This design comes from an exercise in tuning for small area, a short achievable clock period and few clock cycles on the open sky130 flow, not from production work. In this exercise RTL edits were held to simulation tests only and were not proved equivalent to the original. Power is estimated from default activity; no workload was simulated.

// tfacc_rd_burst
module tfacc_rd_burst
#(
   parameter int NENT = 15
)(
   input  logic         clk,
   input  logic         xrst,
   input  logic         cmd_valid,
   output logic         cmd_ready,
   input  logic [39:0]  cmd_adr,
   input  logic [19:0]  cmd_len,
   output logic         busy,
   output logic         done,
   output logic         err,
   output logic [3:0]   M00_AXI_ARID,
   output logic [39:0]  M00_AXI_ARADDR,
   output logic [7:0]   M00_AXI_ARLEN,
   output logic [2:0]   M00_AXI_ARSIZE,
   output logic [1:0]   M00_AXI_ARBURST,
   output logic         M00_AXI_ARVALID,
   input  logic         M00_AXI_ARREADY,
   input  logic [127:0] M00_AXI_RDATA,
   input  logic [1:0]   M00_AXI_RRESP,
   input  logic         M00_AXI_RLAST,
   input  logic         M00_AXI_RVALID,
   output logic         M00_AXI_RREADY,
   output logic [127:0] od,
   output logic         ovalid,
   input  logic         oready,
   output logic         olast
);
export LEC_CHECK = 0
export ABC_CLOCK_PERIOD_IN_PS = 2000
export CAP_MARGIN = 20
export CORE_MARGIN = 2
export CORE_UTILIZATION = 70
export CTS_CLUSTER_DIAMETER = 100
export CTS_CLUSTER_SIZE = 25
export SETUP_SLACK_MARGIN = 4.5
export SLEW_MARGIN = 20
create_clock -name core_clock -period 7.0 [get_ports {clk}]
standard.sh (not shown) runs the stock make flow with config.mk's settings and CLKGATE_MAP_FILE= SYNTH_SCRIPT=/design/flow/synth_recipe.tcl, a recipe that flattens the netlist after the stock synthesis.
==> flow/flow/run.sh <==
#!/bin/bash
# Standard layout with two changes:
#  - port buffers are buf_1 cells (the standard flow's pick, clkdlybuf4s50_1, is larger);
#  - after placement, each output port's buffer is moved next to the register driving it, so
#    the register drives a short wire and the buffer drives the wire to the pin.
# Each tool's output goes to a log file of its own in this folder.
set -euo pipefail
W=$(pwd)
R=$W/orfs/results/${FLOW_PLATFORM}/tfacc_rd_burst/base
PB="BUFFER_PORTS_ARGS=-buffer_cell sky130_fd_sc_hd__buf_1"
bash standard.sh place "$PB" > flow_1_place.log 2>&1
MOVE_ODB=$R/3_place.odb openroad -no_init -exit flow/move_obuf.tcl > flow_2_move_obuf.log 2>&1
bash standard.sh finish "$PB" > flow_3_finish.log 2>&1
==> flow/flow/move_obuf.tcl <==
# Move each output port's buffer next to the register that drives it, so the register
# drives a short wire and the (stronger) buffer drives the long wire to the pin.
set odb $::env(MOVE_ODB)
read_db $odb
set block [ord::get_db_block]
set n 0
foreach bterm [$block getBTerms] {
  if {[$bterm getIoType] ne "OUTPUT"} { continue }
  set net [$bterm getNet]
  if {$net eq "NULL" || $net eq ""} { continue }
  set buf ""
  foreach it [$net getITerms] { if {[$it isOutputSignal]} { set buf [$it getInst] } }
  if {$buf eq ""} { continue }
  if {![string match "*buf*" [[$buf getMaster] getName]]} { continue }
  set a [$buf findITerm A]
  if {$a eq "NULL" || $a eq ""} { continue }
  set innet [$a getNet]
  set drv ""
  foreach it [$innet getITerms] { if {[$it isOutputSignal]} { set drv [$it getInst] } }
  if {$drv eq ""} { continue }
  if {![string match "*df*" [[$drv getMaster] getName]]} { continue }
  set loc [$drv getLocation]
  $buf setLocation [lindex $loc 0] [lindex $loc 1]
  incr n
}
puts "moved $n output buffers"
detailed_placement
check_placement
write_db $odb
The baseline completed without violations.
Testbench counts at the start, summed over its fixed seeds: cycles 303,354.
Rerun with:
==> flow/flow/run.sh (replaced) <==
#!/bin/bash
# Standard layout, except that port buffers are buf_1 cells (the standard flow's pick,
# clkdlybuf4s50_1, is larger); timing repair resizes them where needed.
# Each tool's output goes to a log file of its own in this folder.
set -euo pipefail
W=$(pwd)
R=$W/orfs/results/${FLOW_PLATFORM}/tfacc_rd_burst/base
PB="BUFFER_PORTS_ARGS=-buffer_cell sky130_fd_sc_hd__buf_1"
bash standard.sh finish "$PB" > flow_standard.log 2>&1
removed: flow/flow/move_obuf.tcl
Core utilization came out higher by 0.21 points.
Wire length hardly moves.
Die area is unchanged.
Setup slack loses 0.060 ns.
Non-clock buffer count stays the same.
Cell area barely changes.
Global-route usage came out higher by 0.14 points.
Clock power came out higher slightly.
Sequential cell count is unchanged.
Fmax came out lower by a few percent.
Power barely changes.
Rerun with:
==> flow/run.sh (new file) <==
#!/bin/bash
# synth_recipe.tcl (not shown) runs the flow's synth.tcl, then flattens the netlist and writes it again
# the make line also repeats each setting of config.mk as NAME=value (left out here)
make -C /OpenROAD-flow-scripts/flow DESIGN_CONFIG=/design/flow/config.mk WORK_HOME=/design/flow/orfs CLKGATE_MAP_FILE= SYNTH_SCRIPT=/design/flow/synth_recipe.tcl finish
removed: flow/flow/run.sh
removed: flow/standard.sh
Result: Clock power stays flat. Combinational power goes up by 8.0%. Total power goes up by about 0.36%. Cell count increases by about 0.4%. Synthesized area stays the same. Flip-flop and latch count is unchanged. Global-route usage increases by 0.19 points. Critical path depth is unchanged. Worst setup slack improved by 0.022 ns. Maximum frequency rose by about 0.8%. Die area stays the same.
Rerun with:
==> flow/flow/run.sh (new file) <==
#!/bin/bash
# Standard layout with two changes:
#  - port buffers are buf_1 cells (the standard flow's pick, clkdlybuf4s50_1, is larger);
#  - after placement, each output port's buffer is moved next to the register driving it, so
#    the register drives a short wire and the buffer drives the wire to the pin.
# Each tool's output goes to a log file of its own in this folder.
set -euo pipefail
W=$(pwd)
R=$W/orfs/results/${FLOW_PLATFORM}/tfacc_rd_burst/base
PB="BUFFER_PORTS_ARGS=-buffer_cell sky130_fd_sc_hd__buf_1"
bash standard.sh place "$PB" > flow_1_place.log 2>&1
MOVE_ODB=$R/3_place.odb openroad -no_init -exit flow/move_obuf.tcl > flow_2_move_obuf.log 2>&1
bash standard.sh finish "$PB" > flow_3_finish.log 2>&1
==> flow/flow/move_obuf.tcl (new file) <==
# Move each output port's buffer next to the register that drives it, so the register
# drives a short wire and the (stronger) buffer drives the long wire to the pin.
set odb $::env(MOVE_ODB)
read_db $odb
set block [ord::get_db_block]
set n 0
foreach bterm [$block getBTerms] {
  if {[$bterm getIoType] ne "OUTPUT"} { continue }
  set net [$bterm getNet]
  if {$net eq "NULL" || $net eq ""} { continue }
  set buf ""
  foreach it [$net getITerms] { if {[$it isOutputSignal]} { set buf [$it getInst] } }
  if {$buf eq ""} { continue }
  if {![string match "*buf*" [[$buf getMaster] getName]]} { continue }
  set a [$buf findITerm A]
  if {$a eq "NULL" || $a eq ""} { continue }
  set innet [$a getNet]
  set drv ""
  foreach it [$innet getITerms] { if {[$it isOutputSignal]} { set drv [$it getInst] } }
  if {$drv eq ""} { continue }
  if {![string match "*df*" [[$drv getMaster] getName]]} { continue }
  set loc [$drv getLocation]
  $buf setLocation [lindex $loc 0] [lindex $loc 1]
  incr n
}
puts "moved $n output buffers"
detailed_placement
check_placement
write_db $odb
==> flow/standard.sh (new file) <==
#!/bin/bash
# synth_recipe.tcl (not shown) runs the flow's synth.tcl, then flattens the netlist and writes it again
# the make line also repeats each setting of config.mk as NAME=value (left out here)
make -C /OpenROAD-flow-scripts/flow DESIGN_CONFIG=/design/flow/config.mk WORK_HOME=/design/flow/orfs CLKGATE_MAP_FILE= SYNTH_SCRIPT=/design/flow/synth_recipe.tcl "${@:-finish}"
--- a/flow/config.mk
+++ b/flow/config.mk
@@ -14 +14 @@
-export SETUP_SLACK_MARGIN = 4.5
+export SETUP_SLACK_MARGIN = 4.6
removed: flow/run.sh
=> The changed run ran to the end with no violations; clock power decreases by about 2%; area after synthesis stays the same; non-clock buffer count increases by 8; combinational power decreases by about 2%; setup slack improved by 0.044 ns.

what the ideal ports hide:
The results above use ideal ports. As a check the final layouts listed here were re-extracted and re-timed, cells and wires unchanged. Step 1, drivers: a clkbuf_16 drives clk and a buf_2 each remaining input, both assumed. Step 2 adds t to the input delays and takes it off the output delays; t is the mean of the earliest and latest rising clock arrival at the registers after step 1. Input paths then give back, and output paths get back, about the clock's delay inside the block. a / b / c = ideal / step 1 / step 2; a / b = the first two.
run | t (ns) | slack for setup (ns) | worst register clock-pin slew, ns | worst slew at a driven data input, ns | pins driven straight from the clock port
the first run | 0.796 | 4.368 / 4.286 / 3.676 | 0.10 / 0.10 | 0.16 | 1
the second run | 0.816 | 4.309 / 4.228 / 3.713 | 0.11 / 0.11 | 0.16 | 1
the third run | 0.818 | 4.330 / 4.248 / 3.708 | 0.11 / 0.11 | 0.18 | 1
the fourth run | 0.794 | 4.374 / 4.293 / 3.825 | 0.11 / 0.11 | 0.18 | 1
After both steps every run listed still meets setup and hold. For the first run, which loses most, drivers alone change the setup slack by -0.082 ns; drivers and shift together by -0.692 ns.
